What follows belongs to an exercise in optimizing a design on an open flow for small area, a short achievable clock period and few clock cycles per item; a production flow would make more cautious choices. Only simulation tests tie the RTL to the original design; equivalence was not proved.

`flow/config.mk`:
```
export PLATFORM = sky130hd
export DESIGN_NAME = apb_crc_mc
export DESIGN_NICKNAME = apb_crc_mc
export VERILOG_FILES = /design/flow/design.v
export SDC_FILE = /design/flow/constraint.sdc
export NUM_CORES = 4
export LEC_CHECK = 0
export ABC_CLOCK_PERIOD_IN_PS = 3500
export CAP_MARGIN = 20
export CORE_MARGIN = 2
export CORE_UTILIZATION = 55
export CTS_BUF_LIST = sky130_fd_sc_hd__clkbuf_16
export CTS_CLUSTER_DIAMETER = 100
export CTS_CLUSTER_SIZE = 25
export SETUP_SLACK_MARGIN = 2.0
export SLEW_MARGIN = 20
```
`flow/constraint.sdc`:
```
create_clock -name core_clock -period 6.0 [get_ports {clk}]
set_input_delay 1.2000 -clock core_clock [delete_from_list [all_inputs] [get_ports {clk}]]
set_output_delay 1.2000 -clock core_clock [all_outputs]
set_load 0.01 [all_outputs]
```
`flow/design.v`:
```
package apb_crc_mc_pkg;
  localparam logic [4:0] OFF_CTRL   = 5'h00;
  localparam logic [4:0] OFF_POLY   = 5'h04;
  localparam logic [4:0] OFF_INIT   = 5'h08;
  localparam logic [4:0] OFF_XOROUT = 5'h0C;
  localparam logic [4:0] OFF_DATA   = 5'h10;
  localparam logic [4:0] OFF_RESULT = 5'h14;
  localparam logic [4:0] OFF_STATUS = 5'h18;
  function automatic logic [31:0] rev32(input logic [31:0] val);
    logic [31:0] r;
    for (int i = 0; i < 32; i++) begin
      r[i] = val[31-i];
    end
    rev32 = r;
  endfunction
  function automatic logic [15:0] pmul16(input logic [15:0] x, input logic [15:0] y);
    logic [15:0] r;
    r = 16'd0;
    for (int i = 0; i < 16; i++) begin
      for (int j = 0; j < 16 - i; j++) begin
        r[i+j] = r[i+j] ^ (x[i] & y[j]);
      end
    end
    pmul16 = r;
  endfunction
  function automatic logic [15:0] qinv(input logic [31:0] poly);
    logic [15:0] a1, a2, a4, a8;
    a1 = 16'd0; a2 = 16'd0; a4 = 16'd0; a8 = 16'd0;
    a1[0] = 1'b1; a2[0] = 1'b1; a4[0] = 1'b1; a8[0] = 1'b1;
    for (int k = 1; k < 16; k++) begin
      a1[k] = poly[32-k];
      if (2*k < 16) a2[2*k] = poly[32-k];
      if (4*k < 16) a4[4*k] = poly[32-k];
      if (8*k < 16) a8[8*k] = poly[32-k];
    end
    qinv = pmul16(pmul16(a1, a2), pmul16(a4, a8));
  endfunction
  function automatic logic [15:0] lanes(input logic [7:0] b0, input logic [7:0] b1,
                                        input logic refin);
    logic [15:0] d;
    for (int t = 0; t < 8; t++) begin
      d[15-t] = refin ? b0[t] : b0[7-t];
      d[7-t]  = refin ? b1[t] : b1[7-t];
    end
    lanes = d;
  endfunction
  function automatic logic [31:0] crc_fold(input logic [31:0] crc, input logic [31:0] poly,
                                           input logic [15:0] q, input logic [15:0] d,
                                           input logic two);
    logic [15:0] e, f;
    logic [31:0] prod;
    logic [31:0] r;
    for (int t = 0; t < 8; t++) begin
      e[t]   = (d[15-t] ^ crc[31-t]) & two;
      e[t+8] = d[7-t] ^ (two ? crc[23-t] : crc[31-t]);
    end
    for (int t = 0; t < 16; t++) begin
      f[t] = e[t];
      for (int j = 0; j < t; j++) begin
        f[t] = f[t] ^ (q[t-j] & e[j]);
      end
    end
    for (int m = 0; m < 32; m++) begin
      prod[m] = 1'b0;
      for (int j = 0; j < 16; j++) begin
        if (m - 15 + j >= 0 && m - 15 + j < 32) prod[m] = prod[m] ^ (f[j] & poly[m-15+j]);
      end
    end
    for (int m = 0; m < 32; m++) begin
      if (two) r[m] = ((m >= 16) ? crc[(m+16)%32] : 1'b0) ^ prod[m];
      else     r[m] = ((m >= 8) ? crc[(m+24)%32] : 1'b0) ^ prod[m];
    end
    crc_fold = r;
  endfunction
endpackage
module apb_crc_mc #(
  parameter int DATA_WIDTH = 32,
  parameter int ADDR_WIDTH = 32,
  parameter int NUM_CH     = 4,
  parameter int CRC_WIDTH  = 32,
  parameter int FIFO_DEPTH = 4
) (
  input  logic                  clk,
  input  logic                  rstn,
  input  logic [ADDR_WIDTH-1:0] s_paddr,
  input  logic [DATA_WIDTH-1:0] s_pwdata,
  output logic [DATA_WIDTH-1:0] s_prdata,
  output logic                  s_pslverr,
  input  logic                  s_pwrite,
  input  logic                  s_psel,
  input  logic                  s_penable,
  output logic                  s_pready,
  input  logic [3:0]            s_pstrb
);
  logic [31:0] poly_r   [0:3];
  logic [31:0] init_r   [0:3];
  logic [31:0] xorout_r [0:3];
  logic [31:0] crc_r    [0:3];
  logic        refin_r  [0:3];
  logic        refout_r [0:3];
  logic        setup_s, ch_ok_s, err_s, is_res_s;
  logic [1:0]  ch_s;
  logic [4:0]  off_s;
  logic [31:0] rd_s, res_s;
  assign setup_s  = s_psel & ~s_penable;
  assign ch_s     = s_paddr[6:5];
  assign off_s    = s_paddr[4:0];
  assign ch_ok_s  = ~s_paddr[7];
  assign is_res_s = (off_s == apb_crc_mc_pkg::OFF_RESULT);
  always_comb begin
    case (off_s)
      apb_crc_mc_pkg::OFF_CTRL, apb_crc_mc_pkg::OFF_POLY, apb_crc_mc_pkg::OFF_INIT,
      apb_crc_mc_pkg::OFF_XOROUT, apb_crc_mc_pkg::OFF_DATA:
        err_s = ~ch_ok_s;
      apb_crc_mc_pkg::OFF_RESULT, apb_crc_mc_pkg::OFF_STATUS:
        err_s = ~ch_ok_s | s_pwrite;
      default:
        err_s = 1'b1;
    endcase
  end
  assign res_s = (refout_r[ch_s] ? apb_crc_mc_pkg::rev32(crc_r[ch_s]) : crc_r[ch_s]) ^ xorout_r[ch_s];
  always_comb begin
    rd_s = 32'd0;
    if (!err_s) begin
      case (off_s)
        apb_crc_mc_pkg::OFF_CTRL:   rd_s = {29'd0, refout_r[ch_s], refin_r[ch_s], 1'b0};
        apb_crc_mc_pkg::OFF_POLY:   rd_s = poly_r[ch_s];
        apb_crc_mc_pkg::OFF_INIT:   rd_s = init_r[ch_s];
        apb_crc_mc_pkg::OFF_XOROUT: rd_s = xorout_r[ch_s];
        apb_crc_mc_pkg::OFF_RESULT: rd_s = res_s;
        default:                    rd_s = 32'd0;
      endcase
    end
  end
  logic [3:0]  a_strb;
  logic [1:0]  a_ch;
  logic        a_ctrl, a_poly, a_init, a_xor, a_dat;
  always_ff @(posedge clk) begin
    a_strb <= s_pstrb;
    a_ch   <= ch_s;
    a_ctrl <= s_pwrite & ~err_s & (off_s == apb_crc_mc_pkg::OFF_CTRL);
    a_poly <= s_pwrite & ~err_s & (off_s == apb_crc_mc_pkg::OFF_POLY);
    a_init <= s_pwrite & ~err_s & (off_s == apb_crc_mc_pkg::OFF_INIT);
    a_xor  <= s_pwrite & ~err_s & (off_s == apb_crc_mc_pkg::OFF_XOROUT);
    a_dat  <= s_pwrite & ~err_s & (off_s == apb_crc_mc_pkg::OFF_DATA);
  end
  logic        acc_r, eng_go_r, eng_two_r, rdy_r, err_r;
  logic [15:0] eng_d_r, eng_q_r;
  logic [31:0] eng_c_r, eng_p_r;
  logic [31:0] eng_crc;
  logic [31:0] rdata_r;
  logic        wr_dat_s;
  logic [1:0]  ln_s;
  logic [15:0] ln_d_s;
  assign wr_dat_s = s_pwrite & ~err_s & (off_s == apb_crc_mc_pkg::OFF_DATA);
  assign ln_s     = acc_r ? s_pstrb[3:2] : s_pstrb[1:0];
  assign ln_d_s   = acc_r ? s_pwdata[31:16] : s_pwdata[15:0];
  always_ff @(posedge clk or negedge rstn) begin
    if (!rstn) begin
      acc_r    <= 1'b0;
      eng_go_r <= 1'b0;
      rdy_r    <= 1'b0;
    end else begin
      acc_r    <= setup_s;
      eng_go_r <= (setup_s | (acc_r & a_dat)) & wr_dat_s & (|ln_s);
      rdy_r    <= ~(setup_s & ~s_pwrite & is_res_s & eng_go_r & (ch_s == a_ch));
    end
  end
  always_ff @(posedge clk) begin
    rdata_r   <= rd_s;
    err_r     <= err_s;
    eng_two_r <= &ln_s;
    eng_q_r   <= apb_crc_mc_pkg::qinv(poly_r[ch_s]);
    eng_p_r   <= poly_r[ch_s];
    eng_c_r   <= (eng_go_r && (acc_r || ch_s == a_ch)) ? eng_crc : crc_r[ch_s];
    eng_d_r   <= apb_crc_mc_pkg::lanes(ln_d_s[7:0], ln_s[1] ? ln_d_s[15:8] : ln_d_s[7:0],
                                       refin_r[ch_s]);
  end
  assign s_prdata  = rdata_r;
  assign s_pslverr = err_r;
  assign s_pready  = rdy_r;
  assign eng_crc = apb_crc_mc_pkg::crc_fold(eng_c_r, eng_p_r, eng_q_r, eng_d_r, eng_two_r);
  logic [31:0] wd_s, crc_nx_s [0:3];
  logic        ld_ctrl_s [0:3], ld_poly_s [0:3], ld_init_s [0:3], ld_xor_s [0:3], ld_crc_s [0:3];
  assign wd_s = s_pwdata & {32{rstn}};
  always_comb begin
    for (int c = 0; c < 4; c++) begin
      ld_ctrl_s[c] = ~rstn | (acc_r & a_ctrl & (a_ch == c));
      ld_poly_s[c] = ~rstn | (acc_r & a_poly & (a_ch == c));
      ld_init_s[c] = ~rstn | (acc_r & a_init & (a_ch == c));
      ld_xor_s[c]  = ~rstn | (acc_r & a_xor & (a_ch == c));
      ld_crc_s[c]  = ~rstn | (acc_r & a_ctrl & s_pwdata[0] & (a_ch == c)) | (eng_go_r & (a_ch == c));
      crc_nx_s[c]  = (acc_r & a_ctrl) ? (init_r[c] & {32{rstn}}) : (eng_crc & {32{rstn}});
    end
  end
  always_ff @(posedge clk) begin
    for (int c = 0; c < 4; c++) begin
      if (ld_poly_s[c]) poly_r[c]   <= wd_s;
      if (ld_init_s[c]) init_r[c]   <= wd_s;
      if (ld_xor_s[c])  xorout_r[c] <= wd_s;
      if (ld_ctrl_s[c]) begin
        refin_r[c]  <= wd_s[1];
        refout_r[c] <= wd_s[2];
      end
      if (ld_crc_s[c])  crc_r[c]    <= crc_nx_s[c];
    end
  end
endmodule
```
`flow/run.sh`:
```
#!/bin/bash
# synth_recipe.tcl (not shown) runs the flow's synth.tcl, then flattens the netlist and writes it again
# the make line also repeats each setting of config.mk as NAME=value (left out here)
make -C /OpenROAD-flow-scripts/flow DESIGN_CONFIG=/design/flow/config.mk WORK_HOME=/design/flow/orfs CLKGATE_MAP_FILE= SYNTH_SCRIPT=/design/flow/synth_recipe.tcl finish
```
==> impl_metrics.ini, run 1 <==
[route]
routedWlPerCell_um = 28.9
postRouteAntennaNets = 0
vias = 22900
wirelength_um = 108000
drc_errors = 0
routed_via_density = 6.15
firstDrtPassIters = 6
drt-initial-drc-count = 2456

[worst_setup_path]
critical_path.max_fanout = 12
required_ns = 6.38
start_kind = flop
critPathArrivalTime_ns = 4.28
cp_num_buf_inv = 2
critical_path.startpoint = eng_c_r[29]$_DFF_P_
r2r-start = eng_c_r[29]$_DFF_P_
r2r_slack_ns = 2.10
reg2reg_depth = 13
crit_slowest_cell = xnor3_1
critPathKind = flop to flop
end_kind = flop
r2r_end = crc_r[0][7]$_DFFE_PP_
path_cells = xor2_1 -> buf_4 -> o211ai_1 -> a211oi_1 -> o21ai_1 -> xnor3_2 -> xnor2_4 -> buf_4 -> nand2_1 -> xnor3_1 -> xnor3_1 -> nor2_1 -> a21o_1
critical_path.top_delay_family = XOR/XNOR gates
critical-path-max-stage-delay_ns = 0.48

[grt]
grt_usage_pct = 32.9
grt_pass1_wl_um = 153000
grt_max_degree = 66
grt_pass1_vias = 22300
antenna_found_initial = 3
globalRoute.totalOverflow = 0

[floorplan]
fp-row-count = 92
design.core.area_sq_mm = 0.0627
ios = 107
start_util_pct = 55.3
die_y_um = 255
die_area_sq_mm = 0.0651
die_w_um = 255

[cts]
cts_tree = yes
cts_buffers = 30
worstSkewPairLatency_ns = 0.63
cts_root_buf = clkbuf_16
clock-sinks = 658
holdBufCountCts = 0
path_clk_slew_ns = 0.10
htreeDepth = 1
clockBufferDepth = 3

[cells_and_area]
finalNetCount = 2931
stdcell_area_sq_mm = 0.0384
area_growth_pct = 10.9
layout-drive-gt1-share_pct = 16.2
fill_cells = 4955

[synth]
ys_seq_area_share_pct = 53.0
ys.flop_type = edfxtp_1
syn_inst = 2810
ys_warn_count = 13
synth_fp_nets = 2891
ys_ff_latch = 658
synth_edf_count = 520
synthDistinctLibCells = 63
synth_area_per_cell_sq_um = 12.3
async_flop_share_pct = 0.456
syn_area_sq_mm = 0.0347

[run_status]
status = timing/DRC/antenna clean

[hold_path]
hold_path.class = input port to asynchronous set/reset pin

[timing]
fin_setup_tns_ns = 0
max_freq_ghz = 0.256
setup_ws_ns = 2.10
max_slew.worst_pin.slew_ns = 0.997
fin_crit_ns = 3.90
drv_slew = 0
hold_viol = 0
slew_headroom_pct = 33.4
finalSetupViolCount = 0
min_period_over_period_pct = 65.0
rsz0062_at_grt = true
fin_skew_ns = 0.0217

[place]
io_buffers = 82
hpwl_um = 70500
place_congestion = 0.892
dpl_cell_area_sq_mm = 0.0366
place_ws_ns = 1.11

[job]
cap_violations = 0
worst reg2reg max path: cells and delay by family (launching register included):
family	cells	cell delay, ns
compound gates	4	0.78
xor+xnor	5	1.81
buf+inv	2	0.46
flops	1	0.42
simple gates	2	0.19
metrics by stage:
stage	hold slack, ns	cells	util [%]
final	0.503	3721	61.3
after floorplan	0.513	2810	-
after CTS	0.480	3701	60.7
after global placement	0.526	3616	58.3
after detailed placement	0.532	3616	58.3
after global routing	0.502	3720	61.3
cell usage after synthesis, drive strengths merged (55+ instances only):
master  number  area (sq um)
nor2       101           379
edfxtp     520         15600
mux4       140          3150
dfxtp      135          2700
buf         58           270
o21ai      153           766
xor2       126          1110
xnor2      340          3000
nand2      548          2090
mux2i       63           631
clkbuf     140           526
xnor3       55          1240
state kept, by name, indices dropped and copies added (netlist names), 2 cells and up:
signal	cells
a_ch	2
crc_r	128
eng_c_r	32
eng_d_r	16
eng_p_r	31
eng_q_r	15
init_r	128
poly_r	128
rdata_r	32
refin_r	4
refout_r	4
xorout_r	128
per-layer routing:
metal	global-route usage [%]	wire, um	vias up
li1	-	-	10100
met3	4.97	8090	150
met2	55.5	53200	1042
met4	10.0	3550	0
met5	0	0	-
met1	44.3	42800	11600
layout make-up:
class / count / area [sq um] / share of cell area (%)
Antenna cell: 1 / 2.50 / 0.00651
Clock buffer: 31 / 776 / 2.02
Clock inverter: 25 / 110 / 0.286
Inverter: 20 / 78.8 / 0.205
Multi-Input combinational cell: 1936 / 16100 / 41.9
Sequential cell: 658 / 18400 / 47.9
Tap cell: 846 / 1060 / 2.75
Timing Repair Buffer: 204 / 1880 / 4.90
cell families after synthesis:
group	after synthesis	synth area share [%]
mux	244	12.2
fa+ha+maj	8	0.289
buf+inv	218	2.51
xor+xnor	522	15.5
simple gates	798	9.71
flops	658	53.0
compound gates	362	6.70
placed cells by master, fill, tap and decap left out, types with 32 or more instances in the layout:
master,netlist,layout
nand2_1,533,531
edfxtp_1,520,520
xnor2_1,337,320
mux4_2,140,140
xor2_1,125,119
dfxtp_1,135,119
buf_4,0,107
nor2_1,101,98
o21ai_1,84,86
clkdlybuf4s50_1,0,77
mux2i_1,63,58
o21ai_0,69,55
inv_1,20,43
mux2_2,41,41
nand3_1,40,40
a22oi_1,38,38
a21o_1,37,37
a21oi_1,40,35
and2_1,34,34
xnor3_1,55,33
clkbuf_16,0,32
how the worst max path moves through the flow:
stage,to,cells past startpoint
after detailed placement,crc_r[2][11]$_DFFE_PP_,13
after floorplan,eng_q_r[11]$_DFF_P_,11
after global placement,crc_r[0][11]$_DFFE_PP_,13
final,crc_r[0][7]$_DFFE_PP_,13
after global routing,crc_r[1][11]$_DFFE_PP_,13
after CTS,crc_r[2][11]$_DFFE_PP_,12
repair_timing:
| action | 4_1_cts | 5_1_grt |
|---|---|---|
| cloned | 1 | 2 |
| gates resized for setup | 72 | 38 |
| buffers inserted | 28 | 17 |
| pin swaps | 14 | 18 |
| endpoints found under the setup margin | 160 | 140 |
Testbench counts, summed over its fixed seeds: cycles 3,849, bytes 4,655.
==> inputs of run 2 (changes only) <==
--- a/flow/design.v
+++ b/flow/design.v
@@ -180,9 +180,10 @@
   assign s_pslverr = err_r;
   assign s_pready  = rdy_r;
   assign eng_crc = apb_crc_mc_pkg::crc_fold(eng_c_r, eng_p_r, eng_q_r, eng_d_r, eng_two_r);
-  logic [31:0] wd_s, crc_nx_s [0:3];
+  logic [31:0] wd_s, crc_wr_s;
   logic        ld_ctrl_s [0:3], ld_poly_s [0:3], ld_init_s [0:3], ld_xor_s [0:3], ld_crc_s [0:3];
   assign wd_s = s_pwdata & {32{rstn}};
+  assign crc_wr_s = ((acc_r & a_ctrl) ? init_r[ch_s] : eng_crc) & {32{rstn}};
   always_comb begin
     for (int c = 0; c < 4; c++) begin
       ld_ctrl_s[c] = ~rstn | (acc_r & a_ctrl & (a_ch == c));
@@ -190,7 +191,6 @@
       ld_init_s[c] = ~rstn | (acc_r & a_init & (a_ch == c));
       ld_xor_s[c]  = ~rstn | (acc_r & a_xor & (a_ch == c));
       ld_crc_s[c]  = ~rstn | (acc_r & a_ctrl & s_pwdata[0] & (a_ch == c)) | (eng_go_r & (a_ch == c));
-      crc_nx_s[c]  = (acc_r & a_ctrl) ? (init_r[c] & {32{rstn}}) : (eng_crc & {32{rstn}});
     end
   end
   always_ff @(posedge clk) begin
@@ -202,7 +202,7 @@
         refin_r[c]  <= wd_s[1];
         refout_r[c] <= wd_s[2];
       end
-      if (ld_crc_s[c])  crc_r[c]    <= crc_nx_s[c];
+      if (ld_crc_s[c])  crc_r[c]    <= crc_wr_s;
     end
   end
 endmodule
==> flow/config.mk (replaced) <==
export PLATFORM = sky130hd
export DESIGN_NAME = apb_crc_mc
export DESIGN_NICKNAME = apb_crc_mc
export VERILOG_FILES = /design/flow/design.v
export SDC_FILE = /design/flow/constraint.sdc
export NUM_CORES = 4
export LEC_CHECK = 0
export ABC_CLOCK_PERIOD_IN_PS = 3000
export CAP_MARGIN = 20
export CORE_MARGIN = 2
export CORE_UTILIZATION = 55
export CTS_BUF_LIST = sky130_fd_sc_hd__clkbuf_16
export CTS_CLUSTER_DIAMETER = 100
export CTS_CLUSTER_SIZE = 25
export SETUP_SLACK_MARGIN = 2.5
export SLEW_MARGIN = 20
==> run 2 against run 1 <==
Still clean. Die area shrank 3.7%. Area after synthesis shrank 3.7%. Via count shrank 2.0%. Global-route usage shrank 0.17 points. Non-clock buffer count grew 116. Clock skew grew 0.018 ns. Design area grew 5.3%. Sequential share of layout area shrank 2.3 points. Critical path type unchanged.
==> impl_metrics.ini, run 2 <==
[run_status]
status = timing/DRC/antenna clean

[floorplan]
start_util_pct = 55.5
ios = 107
die_y_um = 250
design.core.area_sq_mm = 0.0601
fp-row-count = 90
die_w_um = 250
die_area_sq_mm = 0.0627

[synth]
ys_warn_count = 12
synth_common_cells = nand2_1, edfxtp_1, xnor2_1
syn_area_sq_mm = 0.0334
synth_area_per_cell_sq_um = 12.7
async_flop_share_pct = 0.456
synth_edf_count = 520
ys.flop_type = edfxtp_1
syn_inst = 2636
synthDistinctLibCells = 49
synth_top_cell_area_share_pct = 46.8
synth_most_common_cell = nand2_1
yosys.area.top_type = edfxtp_1
synth_fp_nets = 2717
synthTopCellsByArea = edfxtp_1, xnor2_1, mux4_2
ys_ff_latch = 658
ys_seq_area_share_pct = 55.1

[cells_and_area]
layout-drive-gt1-share_pct = 28.0
fin_util_pct = 67.3
layout_common_cells = edfxtp_1, nand2_1, xnor2_1, mux4_2, buf_4
area_growth_pct = 21.2
layout_commonest_cell = edfxtp_1
finalNetCount = 2897
fill_cells = 4286

[worst_setup_path]
path_cells = xor2_4 -> buf_6 -> buf_6 -> o211ai_1 -> a211o_1 -> a211o_1 -> a21oi_4 -> xnor2_4 -> buf_12 -> buf_12 -> buf_12 -> nand2_4 -> xor2_1 -> xnor2_1 -> xnor2_2 -> xnor2_2 -> a211oi_2
critPathKind = flop to flop
crit_slowest_cell = dfxtp_4
r2r_slack_ns = 2.10
critical-path-max-stage-delay_ns = 0.43
reg2reg_depth = 17
end_kind = flop
r2r_end = crc_r[0][11]$_DFFE_PP_
crit_top_cell = buf_12
r2r-start = eng_c_r[28]$_DFF_P_
critical_path.top_delay_family = XOR/XNOR gates
cp_num_buf_inv = 5
required_ns = 6.30
critPathArrivalTime_ns = 4.20
start_kind = flop
critical_path.max_fanout = 7

[grt]
grt_pass1_vias = 21100
globalRoute.totalOverflow = 0
antenna_found_initial = 7
grt_usage_pct = 32.7
grt_pass1_wl_um = 149000
grt_max_degree = 67

[route]
firstDrtPassIters = 9
drc_errors = 0
vias = 22400
routed_via_density = 6.19
postRouteAntennaNets = 0
wirelength_um = 106000
routedWlPerCell_um = 29.3
drt-initial-drc-count = 2675

[timing]
fin_skew_ns = 0.0399
slew_headroom_pct = 35.7
finalSetupViolCount = 0
min_period_over_period_pct = 64.9
rsz0062_at_grt = true
max_freq_ghz = 0.257
max_slew.worst_pin.slew_ns = 0.963
hold_viol = 0
fin_crit_ns = 3.90
fin_setup_tns_ns = 0
drv_slew = 0

[cts]
cts_buffers = 30
cts_tree = yes
worstSkewPairLatency_ns = 0.63
clockBufferDepth = 3
path_clk_slew_ns = 0.10
clock-sinks = 658
htreeDepth = 1
cts_root_buf = clkbuf_16

[place]
place_congestion = 0.893
io_buffers = 82
hpwl_um = 66000

[hold_path]
hold_path_end = eng_p_r[0]$_DFF_P_
min_path_cells = 1
min_from = poly_r[0][0]$_DFFE_PP_
hold_path.class = flop to flop

[job]
cap_violations = 0
-- run 2: changes by cell type after synthesis, moves of 17 or more --
| cell | delta |
|---|---|
| a222oi_1 | +33 |
| a21oi_1 | +31 |
| nand2b_1 | -18 |
| clkbuf_1 | -27 |
| a21o_1 | -35 |
| a211oi_1 | +17 |
| o21ai_1 | -84 |
| mux2_2 | -18 |
| nand3_1 | -25 |
| xnor2_1 | +66 |
| xnor3_1 | -24 |
| a22oi_1 | -34 |
| a22o_1 | -28 |
-- run 2: layout make-up --
| type | count | area (sq um) | area share [%] |
|---|---|---|---|
| Antenna cell | 4 | 10.0 | 0.0247 |
| Clock buffer | 31 | 776 | 1.92 |
| Clock inverter | 25 | 106 | 0.263 |
| Inverter | 21 | 83.8 | 0.207 |
| Multi-Input combinational cell | 1785 | 16600 | 41.1 |
| Sequential cell | 658 | 18500 | 45.6 |
| Tap cell | 782 | 978 | 2.42 |
| Timing Repair Buffer | 320 | 3420 | 8.45 |
-- run 2: per-stage QoR --
stage	area [sq um]	hold slack [ns]	worst slack [ns]	instances
after floorplan	33500	0.551	1.96	2636
after global placement	35200	0.574	1.27	3392
after detailed placement	35200	0.586	1.16	3392
after CTS	38100	0.615	2.23	3528
after global routing	40500	0.626	1.98	3622
final	40500	0.612	2.10	3626
-- run 2: timing repair --
| item | 4_1_cts | 5_1_grt |
|---|---|---|
| gates resized for setup | 253 | 295 |
| endpoints found under the setup margin | 160 | 165 |
| pin swaps | 92 | 166 |
| hold buffers | 0 | 0 |
| setup buffers | 72 | 90 |
| gates cloned | 8 | 4 |
-- run 2: metal layers --
metal / share of wire [%] / wire length, um / vias to the layer above / global-route usage, %
met5: 0.011 / 12 / - / 0
met4: 4.2 / 4410 / 2 / 9.20
met3: 7.7 / 8170 / 217 / 4.01
met2: 48 / 51000 / 1102 / 53.6
met1: 40 / 42500 / 11400 / 46.6
li1: - / - / 9667 / -
-- run 2: worst max path at each step --
stage | startpoint | to | slack (ns) | depth (start not counted)
final | eng_c_r[28]$_DFF_P_ | crc_r[0][11]$_DFFE_PP_ | 2.10 | 17
after global routing | eng_c_r[28]$_DFF_P_ | crc_r[3][8]$_DFFE_PP_ | 1.98 | 18
after CTS | eng_c_r[28]$_DFF_P_ | crc_r[1][14]$_DFFE_PP_ | 2.23 | 13
after detailed placement | eng_two_r$_DFF_P_ | crc_r[2][18]$_DFFE_PP_ | 1.16 | 13
after global placement | eng_two_r$_DFF_P_ | crc_r[2][18]$_DFFE_PP_ | 1.27 | 13
after floorplan | s_pwdata[0] | crc_r[0][0]$_DFFE_PP_ | 1.96 | 2
-- run 2: cell families (layout without fill, tap and decap cells) --
kind of cell / count (synthesis) / in the layout / share of synthesized area [%]
flops: 658 / 658 / 55.1
other cells: 0 / 4 / 0
buf+inv: 194 / 397 / 2.38
compound gates: 235 / 235 / 4.64
mux: 227 / 227 / 12.1
xor+xnor: 562 / 563 / 16.4
fa+ha+maj: 8 / 8 / 0.300
simple gates: 752 / 752 / 9.15
Testbench counts of run 2, summed over its fixed seeds: cycles 3,849, bytes 4,655.
==> inputs of run 3 (changes only) <==
==> flow/config.mk (replaced) <==
export PLATFORM = sky130hd
export DESIGN_NAME = apb_crc_mc
export DESIGN_NICKNAME = apb_crc_mc
export VERILOG_FILES = /design/flow/design.v
export SDC_FILE = /design/flow/constraint.sdc
export NUM_CORES = 4
export LEC_CHECK = 0
export ABC_CLOCK_PERIOD_IN_PS = 3500
export CAP_MARGIN = 20
export CORE_MARGIN = 2
export CORE_UTILIZATION = 55
export CTS_BUF_LIST = sky130_fd_sc_hd__clkbuf_16
export CTS_CLUSTER_DIAMETER = 100
export CTS_CLUSTER_SIZE = 25
export SETUP_SLACK_MARGIN = 2.0
export SLEW_MARGIN = 20
==> run 3 against run 2 <==
Sequential share of layout area grew 3.5 points. Largest cell class unchanged. Design area shrank 7.1%. Synthesized cell count unchanged. Highest routed layer unchanged.
==> impl_metrics.ini, run 3 <==
[timing]
hold_viol = 0
max_slew.worst_pin.slew_ns = 1.06
setup_ws_ns = 2.07
drv_slew = 0
min_period_over_period_pct = 65.4
hold_slack_ns = 0.618
max_freq_ghz = 0.255
slew_headroom_pct = 29.3
fin_skew_ns = 0.0249
fin_crit_ns = 3.93
fin_setup_tns_ns = 0
rsz0062_at_grt = true
finalSetupViolCount = 0

[floorplan]
die_w_um = 250
fp-row-count = 90
design.core.area_sq_mm = 0.0601
die_area_sq_mm = 0.0627
start_util_pct = 55.5
ios = 107
die_y_um = 250

[route]
routed_via_density = 6.18
drt-initial-drc-count = 3095
firstDrtPassIters = 6
wirelength_um = 101000
routedWlPerCell_um = 28.9
vias = 21700
drc_errors = 0
postRouteAntennaNets = 0

[cells_and_area]
stdcell_area_sq_mm = 0.0376
fill_cells = 4674
layout_common_cells = nand2_1, edfxtp_1, xnor2_1, mux4_2, dfxtp_1
multi_input_area_sq_mm = 0.0152
finalNetCount = 2786
layout-drive-gt1-share_pct = 17.8
area_growth_pct = 12.6
final_cells = 3512
layout_commonest_cell = nand2_1
regArea_sq_mm = 0.0184

[worst_setup_path]
r2r_end = crc_r[1][14]$_DFFE_PP_
reg2reg_depth = 13
r2r-start = eng_c_r[28]$_DFF_P_
end_kind = flop
critPathKind = flop to flop
critical_path.max_fanout = 5
required_ns = 6.32
r2r_slack_ns = 2.07
critPathArrivalTime_ns = 4.24
start_kind = flop

[hold_path]
hold_path_end = eng_p_r[0]$_DFF_P_
min_path_cells = 1
hold_path.class = flop to flop
min_from = poly_r[0][0]$_DFFE_PP_

[synth]
synth_fp_nets = 2717
synthDistinctLibCells = 49
ys.flop_type = edfxtp_1
ys_seq_area_share_pct = 55.1
ys_warn_count = 12
syn_inst = 2636
synthTopCellsByArea = edfxtp_1, xnor2_1, mux4_2
synth_edf_count = 520
syn_area_sq_mm = 0.0334
synth_top_cell_area_share_pct = 46.8
synth_common_cells = nand2_1, edfxtp_1, xnor2_1
yosys.area.top_type = edfxtp_1
ys_ff_latch = 658
async_flop_share_pct = 0.456
synth_area_per_cell_sq_um = 12.7
synth_most_common_cell = nand2_1

[cts]
clockBufferDepth = 3
cts_root_buf = clkbuf_16
cts_tree = yes
holdBufCountCts = 0
path_clk_slew_ns = 0.10
cts_buffers = 30
clock-sinks = 658
worstSkewPairLatency_ns = 0.63
htreeDepth = 1

[grt]
grt_max_degree = 88
globalRoute.totalOverflow = 0
grt_pass1_vias = 21100
antenna_found_initial = 4
grt_pass1_wl_um = 146000
grt_usage_pct = 32.1

[place]
place_congestion = 0.886
dpl_cell_area_sq_mm = 0.0352
placed_cells = 3393
io_buffers = 82
place_ws_ns = 1.28
hpwl_um = 67400

[job]
cap_violations = 0

[run_status]
status = timing/DRC/antenna clean
[run 3: cell counts after synthesis]
Identical to the previous run, type by type.
[run 3: worst max path at each step]
stage	slack [ns]	endpoint	cells past startpoint	start
final	2.07	crc_r[1][14]$_DFFE_PP_	13	eng_c_r[28]$_DFF_P_
after global routing	1.91	crc_r[0][16]$_DFFE_PP_	15	eng_d_r[11]$_DFF_P_
after CTS	1.93	crc_r[1][14]$_DFFE_PP_	13	eng_c_r[31]$_DFF_P_
after detailed placement	1.28	crc_r[1][14]$_DFFE_PP_	11	eng_c_r[28]$_DFF_P_
after global placement	1.41	crc_r[2][14]$_DFFE_PP_	11	eng_c_r[28]$_DFF_P_
after floorplan	1.96	crc_r[0][0]$_DFFE_PP_	2	s_pwdata[0]
[run 3: kinds of logic (layout without fill, tap and decap cells)]
| logic type | after synthesis | in the layout | synth area share [%] |
|---|---|---|---|
| buffers and inverters | 194 | 287 | 2.38 |
| other | 0 | 1 | 0 |
| flip-flops | 658 | 658 | 55.1 |
| AO/OA/AOI/OAI | 235 | 235 | 4.64 |
| multiplexers | 227 | 227 | 12.1 |
| XOR/XNOR | 562 | 562 | 16.4 |
| adder cells (fa/ha/maj) | 8 | 8 | 0.300 |
| AND/OR/NAND/NOR | 752 | 752 | 9.15 |
[run 3: worst max-delay path, cell delays in order, from the launching register on]
cell and delay, ns:
dfxtp_4 0.40, xnor2_4 0.24, buf_4 0.16, o211ai_1 0.10
a211o_1 0.34, a211o_1 0.31, a21oi_2 0.31, xnor2_2 0.23
nand2_1 0.11, xnor2_1 0.20, xnor2_1 0.16, xnor3_2 0.50
xnor2_4 0.37, a211oi_2 0.17
[run 3: layout make-up]
type / count / share of cell area (%)
sequential: 658 / 49.1
multi-input combinational: 1784 / 40.3
timing repair buffer: 210 / 5.43
tap: 782 / 2.60
clock buffer: 31 / 2.06
clock inverter: 25 / 0.283
inverter: 21 / 0.223
antenna: 1 / 0.00666
[run 3: what timing repair did]
action / 4_1_cts / 5_1_grt
resized for setup: 67 / 104
endpoints found under the setup margin: 154 / 132
cloned: 0 / 1
hold endpoints to repair: 0 / 0
pin swaps: 14 / 35
buffers inserted: 27 / 34
[run 3: stage by stage]
step	util, %
2_1_floorplan	-
5_1_grt	62.5
3_5_place_dp	58.6
6_report	62.5
4_1_cts	61.1
3_3_place_gp	58.6
[run 3: metal layers]
metal	global-route usage (%)	routed length, um	vias up
met3	3.82	8110	130
met4	7.89	2670	2
met5	0	13	-
met1	45.6	41600	11100
li1	-	-	9449
met2	53.2	49100	1007
==> inputs of run 4 (changes only) <==
==> flow/config.mk (replaced) <==
export PLATFORM = sky130hd
export DESIGN_NAME = apb_crc_mc
export DESIGN_NICKNAME = apb_crc_mc
export VERILOG_FILES = /design/flow/design.v
export SDC_FILE = /design/flow/constraint.sdc
export NUM_CORES = 4
export LEC_CHECK = 0
export CAP_MARGIN = 20
export CORE_MARGIN = 2
export CORE_UTILIZATION = 70
export CTS_BUF_LIST = sky130_fd_sc_hd__clkbuf_16
export CTS_CLUSTER_DIAMETER = 100
export CTS_CLUSTER_SIZE = 25
export PLACE_DENSITY = 0.72
export SETUP_SLACK_MARGIN = 2.0
export SLEW_MARGIN = 20
==> run 4 against run 3 <==
Area after synthesis unchanged. Critical path depth increased by 1. Design area decreased by 1.9%. Fmax decreased by 2.6%. Critical path type unchanged.
==> impl_metrics.ini, run 4 <==
[timing]
min_period_over_period_pct = 67.2
fin_crit_ns = 4.03
rsz0062_at_grt = true
max_freq_ghz = 0.248
hold_slack_ns = 0.607
slew_headroom_pct = 26.1
hold_viol = 0
fin_setup_tns_ns = 0
finalSetupViolCount = 0
fin_skew_ns = 0.0251
drv_slew = 0
setup_ws_ns = 1.97
max_slew.worst_pin.slew_ns = 1.11

[route]
vias = 22400
wirelength_um = 97700
routedWlPerCell_um = 29.4
postRouteAntennaNets = 0
drc_errors = 0
firstDrtPassIters = 9
routed_via_density = 6.74
drt-initial-drc-count = 3285

[place]
io_buffers = 82
place_congestion = 0.917
hpwl_um = 63600
place_ws_ns = 1.50
placed_cells = 3225
dpl_cell_area_sq_mm = 0.0350

[worst_setup_path]
cp_num_buf_inv = 2
path_cells = xnor2_1 -> buf_4 -> o211ai_1 -> a211o_1 -> a211oi_1 -> o21ai_0 -> xnor2_2 -> buf_6 -> nand2_1 -> xor2_1 -> xnor3_1 -> xnor3_1 -> nand2_1 -> a21oi_1
crit_slowest_cell = xnor3_1
critical_path.max_fanout = 25
critPathArrivalTime_ns = 4.46
start_kind = flop
critPathKind = flop to flop
critical-path-max-stage-delay_ns = 0.51
critical_path.top_delay_family = XOR/XNOR gates
end_kind = flop
required_ns = 6.43

[floorplan]
die_y_um = 222
die_area_sq_mm = 0.0495
fp-row-count = 80
start_util_pct = 70.4
design.core.area_sq_mm = 0.0474
ios = 107
die_w_um = 222

[synth]
syn_area_sq_mm = 0.0334
async_flop_share_pct = 0.456
synth_common_cells = nand2_1, edfxtp_1, xnor2_1
ys_warn_count = 12
synth_fp_nets = 2717
yosys.area.top_type = edfxtp_1
synthTopCellsByArea = edfxtp_1, xnor2_1, mux4_2
synth_area_per_cell_sq_um = 12.7
synth_most_common_cell = nand2_1
syn_inst = 2636
ys.flop_type = edfxtp_1
ys_seq_area_share_pct = 55.1
synthDistinctLibCells = 49
synth_edf_count = 520
ys_ff_latch = 658
synth_top_cell_area_share_pct = 46.8

[cells_and_area]
layout-drive-gt1-share_pct = 15.8
area_growth_pct = 10.4
stdcell_area_sq_mm = 0.0369
layout_common_cells = nand2_1, edfxtp_1, xnor2_1, mux4_2, dfxtp_1
finalNetCount = 2759
final_cells = 3319
layout_commonest_cell = nand2_1

[job]
cap_violations = 0

[grt]
grt_usage_pct = 39.6
antenna_found_initial = 9
grt_max_degree = 73
grt_pass1_vias = 21500
grt_pass1_wl_um = 143000
globalRoute.totalOverflow = 0

[cts]
cts_buffers = 30
htreeDepth = 1
cts_tree = yes
path_clk_slew_ns = 0.10
clock-sinks = 658
worstSkewPairLatency_ns = 0.63
clockBufferDepth = 3
cts_root_buf = clkbuf_16

[hold_path]
hold_path.class = flop to flop

[run_status]
status = timing/DRC/antenna clean
-- run 4: cell families (layout without fill, tap and decap cells) --
family	count (synthesis)	in the layout	synth area share [%]
AND/OR/NAND/NOR	752	752	9.15
multiplexers	227	227	12.1
XOR/XNOR	562	562	16.4
other	0	2	0
flip-flops	658	658	55.1
adder cells (fa/ha/maj)	8	8	0.300
buffers and inverters	194	260	2.38
AO/OA/AOI/OAI	235	235	4.64
-- run 4: path summary, 6_finish.rpt --
path / start / end / slack, ns / cells past startpoint
worst max-delay path: eng_c_r[30]$_DFF_P_ / crc_r[2][26]$_DFFE_PP_ / 1.97 / 14
worst min-delay path: poly_r[0][7]$_DFFE_PP_ / eng_p_r[7]$_DFF_P_ / 0.61 / 1
worst max register to register: eng_c_r[30]$_DFF_P_ / crc_r[2][26]$_DFFE_PP_ / 1.97 / 14
worst min register to register: poly_r[0][7]$_DFFE_PP_ / eng_p_r[7]$_DFF_P_ / 0.61 / 1
max in group asynchronous: rstn / rdy_r$_DFF_PN0_ / 4.56 / 2
min in group asynchronous: rstn / eng_go_r$_DFF_PN0_ / 1.16 / 2
-- run 4: area by class of cell --
class | count | area [sq um]
Multi-Input combinational cell | 1784 | 14900
Fill cell | 2850 | 10600
Tap cell | 615 | 769
Timing Repair Buffer | 183 | 1750
Clock inverter | 25 | 110
Antenna cell | 2 | 5.00
Sequential cell | 658 | 18400
Inverter | 21 | 80.1
Clock buffer | 31 | 776
-- run 4: what timing repair did --
action,CTS,global route
gates resized for setup,52,74
hold buffers,0,0
setup buffers,20,14
cloned,0,2
pin swaps,7,22
endpoints found under the setup margin,137,130
-- run 4: stage by stage --
| stage | util [%] |
|---|---|
| 6_report | 77.7 |
| 5_1_grt | 77.7 |
| 4_1_cts | 76.6 |
| 3_5_place_dp | 73.8 |
| 3_3_place_gp | 73.8 |
| 2_1_floorplan | - |
-- run 4: worst reg2reg max path, delay by kind of cell, from the launching register on --
kind                   cells  cell delay [ns]
XOR/XNOR                   5             1.44
AO/OA/AOI/OAI              5             1.20
buffers and inverters      2             0.55
flip-flops                 1             0.43
AND/OR/NAND/NOR            2             0.23
-- run 4: per-layer routing --
metal | part of all wire, % | GRT usage [%] | vias up | routed length [um]
li1 | - | - | 9387 | -
met1 | 35 | 54.2 | 11000 | 34200
met2 | 48 | 63.6 | 1676 | 46800
met3 | 12 | 7.47 | 276 | 12100
met4 | 4.7 | 16.1 | 2 | 4610
met5 | 0.062 | 0 | - | 61
==> inputs of run 5 (changes only) <==
--- a/flow/design.v
+++ b/flow/design.v
@@ -101,7 +101,7 @@
   logic        setup_s, ch_ok_s, err_s, is_res_s;
   logic [1:0]  ch_s;
   logic [4:0]  off_s;
-  logic [31:0] rd_s, res_s;
+  logic [31:0] rd_s, res_s, crc_s;
   assign setup_s  = s_psel & ~s_penable;
   assign ch_s     = s_paddr[6:5];
   assign off_s    = s_paddr[4:0];
@@ -118,7 +118,11 @@
         err_s = 1'b1;
     endcase
   end
-  assign res_s = (refout_r[ch_s] ? apb_crc_mc_pkg::rev32(crc_r[ch_s]) : crc_r[ch_s]) ^ xorout_r[ch_s];
+  logic [31:0] wb_r;
+  logic [1:0]  wb_ch;
+  logic        wb_v;
+  assign crc_s = (wb_v && wb_ch == ch_s) ? wb_r : crc_r[ch_s];
+  assign res_s = (refout_r[ch_s] ? apb_crc_mc_pkg::rev32(crc_s) : crc_s) ^ xorout_r[ch_s];
   always_comb begin
     rd_s = 32'd0;
     if (!err_s) begin
@@ -172,7 +176,7 @@
     eng_two_r <= &ln_s;
     eng_q_r   <= apb_crc_mc_pkg::qinv(poly_r[ch_s]);
     eng_p_r   <= poly_r[ch_s];
-    eng_c_r   <= (eng_go_r && (acc_r || ch_s == a_ch)) ? eng_crc : crc_r[ch_s];
+    eng_c_r   <= (eng_go_r && (acc_r || ch_s == a_ch)) ? eng_crc : crc_s;
     eng_d_r   <= apb_crc_mc_pkg::lanes(ln_d_s[7:0], ln_s[1] ? ln_d_s[15:8] : ln_d_s[7:0],
                                        refin_r[ch_s]);
   end
@@ -180,17 +184,27 @@
   assign s_pslverr = err_r;
   assign s_pready  = rdy_r;
   assign eng_crc = apb_crc_mc_pkg::crc_fold(eng_c_r, eng_p_r, eng_q_r, eng_d_r, eng_two_r);
-  logic [31:0] wd_s, crc_wr_s;
+  logic ld_init_crc_s;
+  assign ld_init_crc_s = acc_r & a_ctrl & s_pwdata[0];
+  always_ff @(posedge clk or negedge rstn) begin
+    if (!rstn) wb_v <= 1'b0;
+    else       wb_v <= eng_go_r | ld_init_crc_s;
+  end
+  always_ff @(posedge clk) begin
+    wb_r  <= ld_init_crc_s ? init_r[ch_s] : eng_crc;
+    wb_ch <= a_ch;
+  end
+  logic [31:0] wd_s, wbd_s;
   logic        ld_ctrl_s [0:3], ld_poly_s [0:3], ld_init_s [0:3], ld_xor_s [0:3], ld_crc_s [0:3];
-  assign wd_s = s_pwdata & {32{rstn}};
-  assign crc_wr_s = ((acc_r & a_ctrl) ? init_r[ch_s] : eng_crc) & {32{rstn}};
+  assign wd_s  = s_pwdata & {32{rstn}};
+  assign wbd_s = wb_r & {32{rstn}};
   always_comb begin
     for (int c = 0; c < 4; c++) begin
       ld_ctrl_s[c] = ~rstn | (acc_r & a_ctrl & (a_ch == c));
       ld_poly_s[c] = ~rstn | (acc_r & a_poly & (a_ch == c));
       ld_init_s[c] = ~rstn | (acc_r & a_init & (a_ch == c));
       ld_xor_s[c]  = ~rstn | (acc_r & a_xor & (a_ch == c));
-      ld_crc_s[c]  = ~rstn | (acc_r & a_ctrl & s_pwdata[0] & (a_ch == c)) | (eng_go_r & (a_ch == c));
+      ld_crc_s[c]  = ~rstn | (wb_v & (wb_ch == c));
     end
   end
   always_ff @(posedge clk) begin
@@ -202,7 +216,7 @@
         refin_r[c]  <= wd_s[1];
         refout_r[c] <= wd_s[2];
       end
-      if (ld_crc_s[c])  crc_r[c]    <= crc_wr_s;
+      if (ld_crc_s[c])  crc_r[c]    <= wbd_s;
     end
   end
 endmodule
==> flow/config.mk (replaced) <==
export PLATFORM = sky130hd
export DESIGN_NAME = apb_crc_mc
export DESIGN_NICKNAME = apb_crc_mc
export VERILOG_FILES = /design/flow/design.v
export SDC_FILE = /design/flow/constraint.sdc
export NUM_CORES = 4
export LEC_CHECK = 0
export ABC_CLOCK_PERIOD_IN_PS = 3000
export CAP_MARGIN = 20
export CORE_MARGIN = 2
export CORE_UTILIZATION = 55
export CTS_BUF_LIST = sky130_fd_sc_hd__clkbuf_16
export CTS_CLUSTER_DIAMETER = 100
export CTS_CLUSTER_SIZE = 25
export SETUP_SLACK_MARGIN = 2.5
export SLEW_MARGIN = 20
==> run 5 against run 4 <==
Global-route usage fell by 6.5 points. Critical path type unchanged. Sequential share of layout area fell by 4.1 points. Cell count rose by 13%. Utilization fell by 12 points. Critical path depth rose by 1.
==> impl_metrics.ini, run 5 <==
[run_status]
status = timing/DRC/antenna clean

[synth]
ys_seq_area_share_pct = 54.2
synth_common_cells = edfxtp_1, nand2_1, xnor2_1
synthTopCellsByArea = edfxtp_1, dfxtp_1, mux4_2
async_flop_share_pct = 0.577
yosys.area.top_type = edfxtp_1
synth_area_per_cell_sq_um = 12.8
syn_area_sq_mm = 0.0352
synthDistinctLibCells = 61
syn_inst = 2745
ys_warn_count = 12
synth_fp_nets = 2826
ys_ff_latch = 693
synth_top_cell_area_share_pct = 44.3
synth_edf_count = 520
synth_most_common_cell = edfxtp_1
ys.flop_type = edfxtp_1

[route]
drt-initial-drc-count = 3015
postRouteAntennaNets = 0
wirelength_um = 111000
routed_via_density = 6.30
firstDrtPassIters = 7
drc_errors = 0
vias = 23700
routedWlPerCell_um = 29.6

[floorplan]
die_w_um = 257
die_y_um = 257
fp-row-count = 92
design.core.area_sq_mm = 0.0632
die_area_sq_mm = 0.0661
start_util_pct = 55.7
ios = 107

[hold_path]
hold_path.class = flop to flop

[cts]
path_clk_slew_ns = 0.10
htreeDepth = 2
clockBufferDepth = 3
cts_root_buf = clkbuf_16
cts_buffers = 34
holdBufCountCts = 0
worstSkewPairLatency_ns = 0.60
cts_tree = yes
clock-sinks = 693

[grt]
grt_pass1_wl_um = 159000
grt_usage_pct = 33.1
globalRoute.totalOverflow = 0
grt_pass1_vias = 22800
antenna_found_initial = 6
grt_max_degree = 81

[worst_setup_path]
cp_num_buf_inv = 5
critical_path.top_delay_family = XOR/XNOR gates
end_kind = flop
critical-path-max-stage-delay_ns = 0.48
crit_top_cell = buf_12
critPathKind = flop to flop
start_kind = flop
critPathArrivalTime_ns = 4.16
critical_path.max_fanout = 6
crit_slowest_cell = xnor3_2
path_cells = buf_12 -> buf_6 -> mux2i_4 -> xnor2_4 -> buf_6 -> xor2_2 -> xnor3_2 -> xnor2_4 -> buf_12 -> buf_12 -> nand2_2 -> xnor3_1 -> xnor3_1 -> xor2_2 -> o21ai_2
required_ns = 6.48

[place]
hpwl_um = 70400
place_congestion = 0.908
io_buffers = 82
place_ws_ns = 1.37
placed_cells = 3544
dpl_cell_area_sq_mm = 0.0371

[timing]
slew_headroom_pct = 22.8
fin_setup_tns_ns = 0
max_freq_ghz = 0.272
rsz0062_at_grt = true
min_period_over_period_pct = 61.3
hold_viol = 0
fin_skew_ns = 0.0347
finalSetupViolCount = 0
drv_slew = 0
max_slew.worst_pin.slew_ns = 1.16
hold_slack_ns = 0.454
setup_ws_ns = 2.32
fin_crit_ns = 3.68

[cells_and_area]
stdcell_area_sq_mm = 0.0417
area_growth_pct = 18.4
fin_util_pct = 66.0
final_cells = 3759
layout_common_cells = edfxtp_1, nand2_1, xnor2_1, buf_4, dfxtp_1
finalNetCount = 2966
layout_commonest_cell = edfxtp_1
layout-drive-gt1-share_pct = 24.8

[job]
cap_violations = 0
## run 5: cell types whose count changed in the layout (fill, tap and decap cells not counted), moves of 38 or more
cell / change
xnor3_1: +50
xnor2_2: +48
nand2_1: -111
xnor2_1: -151
xor2_1: -38
nand3_1: +50
buf_4: +62
## run 5: kinds of logic (layout without fill, tap and decap cells)
| family | count (synthesis) | count (layout) | synth area share, % |
|---|---|---|---|
| xor+xnor | 496 | 500 | 16.0 |
| mux | 250 | 251 | 12.2 |
| simple gates | 785 | 786 | 9.65 |
| flops | 693 | 693 | 54.2 |
| other cells | 0 | 2 | 0 |
| fa+ha+maj | 8 | 8 | 0.284 |
| compound gates | 288 | 288 | 5.12 |
| buf+inv | 225 | 385 | 2.54 |
## run 5: metal layers
| metal | vias up | track usage, % | part of all wire (%) |
|---|---|---|---|
| li1 | 10100 | - | - |
| met1 | 12000 | 48.4 | 41 |
| met2 | 1304 | 51.8 | 46 |
| met3 | 222 | 4.27 | 8.8 |
| met4 | 0 | 11.2 | 4.1 |
| met5 | - | 0 | 0 |
## run 5: worst paths after layout
path | startpoint | slack (ns) | cells after the start | end
max | eng_two_r$_DFF_P_ | 2.32 | 15 | wb_r[21]$_DFF_P_
min | a_ch[0]$_DFF_P_ | 0.45 | 0 | wb_ch[0]$_DFF_P_
max reg2reg | eng_two_r$_DFF_P_ | 2.32 | 15 | wb_r[21]$_DFF_P_
max in group asynchronous | rstn | 4.29 | 2 | wb_v$_DFF_PN0_
min reg2reg | a_ch[0]$_DFF_P_ | 0.45 | 0 | wb_ch[0]$_DFF_P_
min in group asynchronous | rstn | 0.72 | 1 | rdy_r$_DFF_PN0_
## run 5: repair_timing
item,4_1_cts,5_1_grt
buffers inserted,91,43
gates resized for setup,228,169
endpoints found under the setup margin,81,79
pin swaps,92,83
cloned,14,3
## run 5: final cells by class
type	instances	area, sq um
well taps	846	1060
fillers	4612	21500
flip-flops and latches	693	19200
clock inverters	26	163
clock buffers	36	901
repair buffers	301	3250
inverters	22	90.1
multi-input cells	1833	17100
diodes	2	5.00
Testbench counts of run 5, summed over its fixed seeds: cycles 3,849, bytes 4,655.
==> inputs of run 6 (changes only) <==
==> flow/config.mk (replaced) <==
export PLATFORM = sky130hd
export DESIGN_NAME = apb_crc_mc
export DESIGN_NICKNAME = apb_crc_mc
export VERILOG_FILES = /design/flow/design.v
export SDC_FILE = /design/flow/constraint.sdc
export NUM_CORES = 4
export LEC_CHECK = 0
export ABC_CLOCK_PERIOD_IN_PS = 3500
export CAP_MARGIN = 20
export CORE_MARGIN = 2
export CORE_UTILIZATION = 55
export CTS_BUF_LIST = sky130_fd_sc_hd__clkbuf_16
export CTS_CLUSTER_DIAMETER = 100
export CTS_CLUSTER_SIZE = 25
export SETUP_SLACK_MARGIN = 2.0
export SLEW_MARGIN = 20
==> run 6 against run 5 <==
Fmax down 7.5%. Via count down 4.7%. Count of clock-buffer cells in the layout down 1. Cell count down 3.4%. Clock skew up 0.0045 ns. Die area unchanged. Worst setup slack worse by 0.30 ns. Register-to-register slack worse by 0.30 ns. Synthesized cell count unchanged. Critical path type unchanged. Critical endpoint is now eng_c_r[30]$_DFF_P_. Highest routed layer is now met5.
==> impl_metrics.ini, run 6 <==
[route]
routed_via_density = 6.22
routedWlPerCell_um = 28.9
vias = 22600
wl_met1_um = 43700
postRouteAntennaNets = 0
drc_errors = 0
drt-initial-drc-count = 2900
met2_length_um = 48600
wl_met3_um = 8880
wirelength_um = 105000
firstDrtPassIters = 7
highest_layer = met5

[floorplan]
fp-row-count = 92
die_y_um = 257
ios = 107
die_area_sq_mm = 0.0661
design.core.area_sq_mm = 0.0632
start_util_pct = 55.7
die_w_um = 257

[cells_and_area]
layout-drive-gt1-share_pct = 14.6
area_growth_pct = 9.88
layout_commonest_cell = edfxtp_1
layout_common_cells = edfxtp_1, nand2_1, xnor2_1, dfxtp_1, mux4_2
fill_cells = 4919
finalNetCount = 2839

[synth]
synth_most_common_cell = edfxtp_1
ys_ff_latch = 693
ys_seq_area_share_pct = 54.2
synth_top_family_by_area = XOR/XNOR gates
synth_adder_area_share_pct = 0.284
synthTopCellsByArea = edfxtp_1, dfxtp_1, mux4_2
synth_area_per_cell_sq_um = 12.8
syn_inst = 2745
synth-compound-area-share_pct = 5.12
synth_edf_count = 520
yosys.area.top_type = edfxtp_1
synth_top_cell_area_share_pct = 44.3
synth_common_cells = edfxtp_1, nand2_1, xnor2_1
synthMuxAreaShare_pct = 12.2
synth_fp_nets = 2826
async_flop_share_pct = 0.577
ys_warn_count = 12
synthDistinctLibCells = 61
synthXorXnorAreaFrac_pct = 16.0
ys.flop_type = edfxtp_1
synth_simple_gate_area_share_pct = 9.65
syn_area_sq_mm = 0.0352

[worst_setup_path]
r2r_slack_ns = 2.02
reg2reg_depth = 14
critPathArrivalTime_ns = 4.34
start_kind = flop
end_kind = flop
required_ns = 6.36
r2r_end = eng_c_r[30]$_DFF_P_
r2r-start = eng_d_r[9]$_DFF_P_
critPathKind = flop to flop
critical_path.max_fanout = 9

[cts]
worstSkewPairLatency_ns = 0.59
htreeDepth = 2
path_clk_slew_ns = 0.09
cts_buffers = 34
cts_root_buf = clkbuf_16
clockBufferDepth = 3
cts_tree = yes
clock-sinks = 693

[timing]
finalSetupViolCount = 0
fin_crit_ns = 3.98
slew_headroom_pct = 25.8
fin_skew_ns = 0.0392
rsz0062_at_grt = true
max_slew.worst_pin.slew_ns = 1.11
min_period_over_period_pct = 66.3
max_freq_ghz = 0.251
drv_slew = 0
hold_viol = 0
fin_setup_tns_ns = 0
hold_slack_ns = 0.433

[hold_path]
hold_path_end = wb_ch[0]$_DFF_P_
min_from = a_ch[0]$_DFF_P_
hold_path.class = flop to flop
min_path_cells = 0

[grt]
globalRoute.totalOverflow = 0
grt_usage_pct = 31.6
grt_pass1_vias = 21900
grt_max_degree = 73
grt_pass1_wl_um = 152000
antenna_found_initial = 7

[job]
cap_violations = 0

[place]
place_congestion = 0.896
io_buffers = 82
hpwl_um = 70700

[run_status]
status = timing/DRC/antenna clean
==> run 6: stage by stage <==
stage	instance area [sq um]	cells	util [%]	worst slack [ns]
2_1_floorplan	35200	2745	-	2.07
3_3_place_gp	37100	3546	58.7	1.42
3_5_place_dp	37100	3546	58.7	1.30
4_1_cts	38400	3621	60.8	2.00
5_1_grt	38700	3629	61.2	1.94
6_report	38700	3631	61.3	2.02
==> run 6: cell type report <==
type	count	area, sq um	area share (%)
flip-flops and latches	693	19100	49.4
clock buffers	35	876	2.26
multi-input cells	1829	15800	40.9
inverters	22	88.8	0.229
diodes	2	5.00	0.0129
well taps	846	1060	2.73
repair buffers	178	1620	4.18
clock inverters	26	126	0.326
==> run 6: worst max path at each step <==
stage,from,to,slack [ns],depth (start not counted)
after floorplan,s_paddr[5],rdata_r[1]$_SDFF_PP0_,2.07,10
after global placement,eng_c_r[30]$_DFF_P_,eng_c_r[13]$_DFF_P_,1.42,12
after detailed placement,eng_c_r[30]$_DFF_P_,eng_c_r[13]$_DFF_P_,1.30,12
after CTS,eng_d_r[15]$_DFF_P_,eng_c_r[13]$_DFF_P_,2.00,12
after global routing,eng_d_r[9]$_DFF_P_,eng_c_r[30]$_DFF_P_,1.94,14
final,eng_d_r[9]$_DFF_P_,eng_c_r[30]$_DFF_P_,2.02,14
==> run 6: worst max-delay path, cell delays in order (launching register included) <==
cell and delay, ns:
dfxtp_1 0.41, xnor2_2 0.54, o211ai_1 0.19, a211o_1 0.31, a211oi_1 0.25, o21ai_1 0.21, xnor2_4 0.18, buf_12 0.15
buf_4 0.14, buf_4 0.16, nand2_1 0.08, xor2_1 0.17, xnor3_1 0.43, xnor2_1 0.29, mux2i_1 0.23
==> run 6: routing by layer <==
layer | vias up | GRT usage (%)
li1 | 9856 | -
met1 | 11500 | 46.3
met2 | 1088 | 49.4
met3 | 163 | 4.20
met4 | 2 | 10.2
met5 | - | 0
==> run 6: cells by family (layout without fill, tap and decap cells) <==
kind of cell               count (synthesis)  after routing
DFF                                      693            693
buffers and inverters                    225            261
xor gates and xnor gates                 496            498
adders and majority gates                  8              8
muxes                                    250            250
and+or+nand+nor                          785            785
other                                      0              2
AOI/OAI and AO/OA                        288            288
==> run 6: what timing repair did <==
action | 4_1_cts | 5_1_grt
gates cloned | 1 | 1
hold buffers | 0 | 0
resized for setup | 29 | 42
pin swaps | 4 | 7
endpoints found under the setup margin | 62 | 65
setup buffers | 13 | 7

-- port drivers added, routing unchanged --
How much do the figures lean on ideal ports? The routed layouts below were timed once more, with nothing changed but the port constraints. Step 1 assumes that a clkbuf_16 drives the clock port and a buf_2 every other input. Step 2 moves the port delays by t, midway between the first and last clock arrival at a register: inputs arrive t later, outputs are due t later. That takes back most of the time a late clock gives input paths. Slacks: ideal / step 1 / step 2; pairs: ideal / step 1.
run	shift t [ns]	setup slack, ns	hold WS [ns]	worst setup path at the end	pins driven straight from the clock port
run 1	0.677	2.101 / 2.101 / 1.618	0.503 / 0.467 / 0.557	input to register	1
run 2	0.670	2.104 / 2.104 / 1.973	0.612 / 0.612 / 0.612	input to register	1
run 3	0.674	2.074 / 2.074 / 1.876	0.618 / 0.618 / 0.618	input to register	1
run 4	0.675	1.970 / 1.970 / 1.754	0.607 / 0.607 / 0.607	input to register	1
run 5	0.645	2.320 / 2.320 / 1.997	0.454 / 0.454 / 0.454	input to register	1
run 6	0.633	2.022 / 2.022 / 1.582	0.433 / 0.433 / 0.433	input to register	1
After both steps every run listed still meets setup and hold. The setup slack of run 1, which loses most, moves by 0.000 ns with the drivers and by -0.483 ns with both steps.
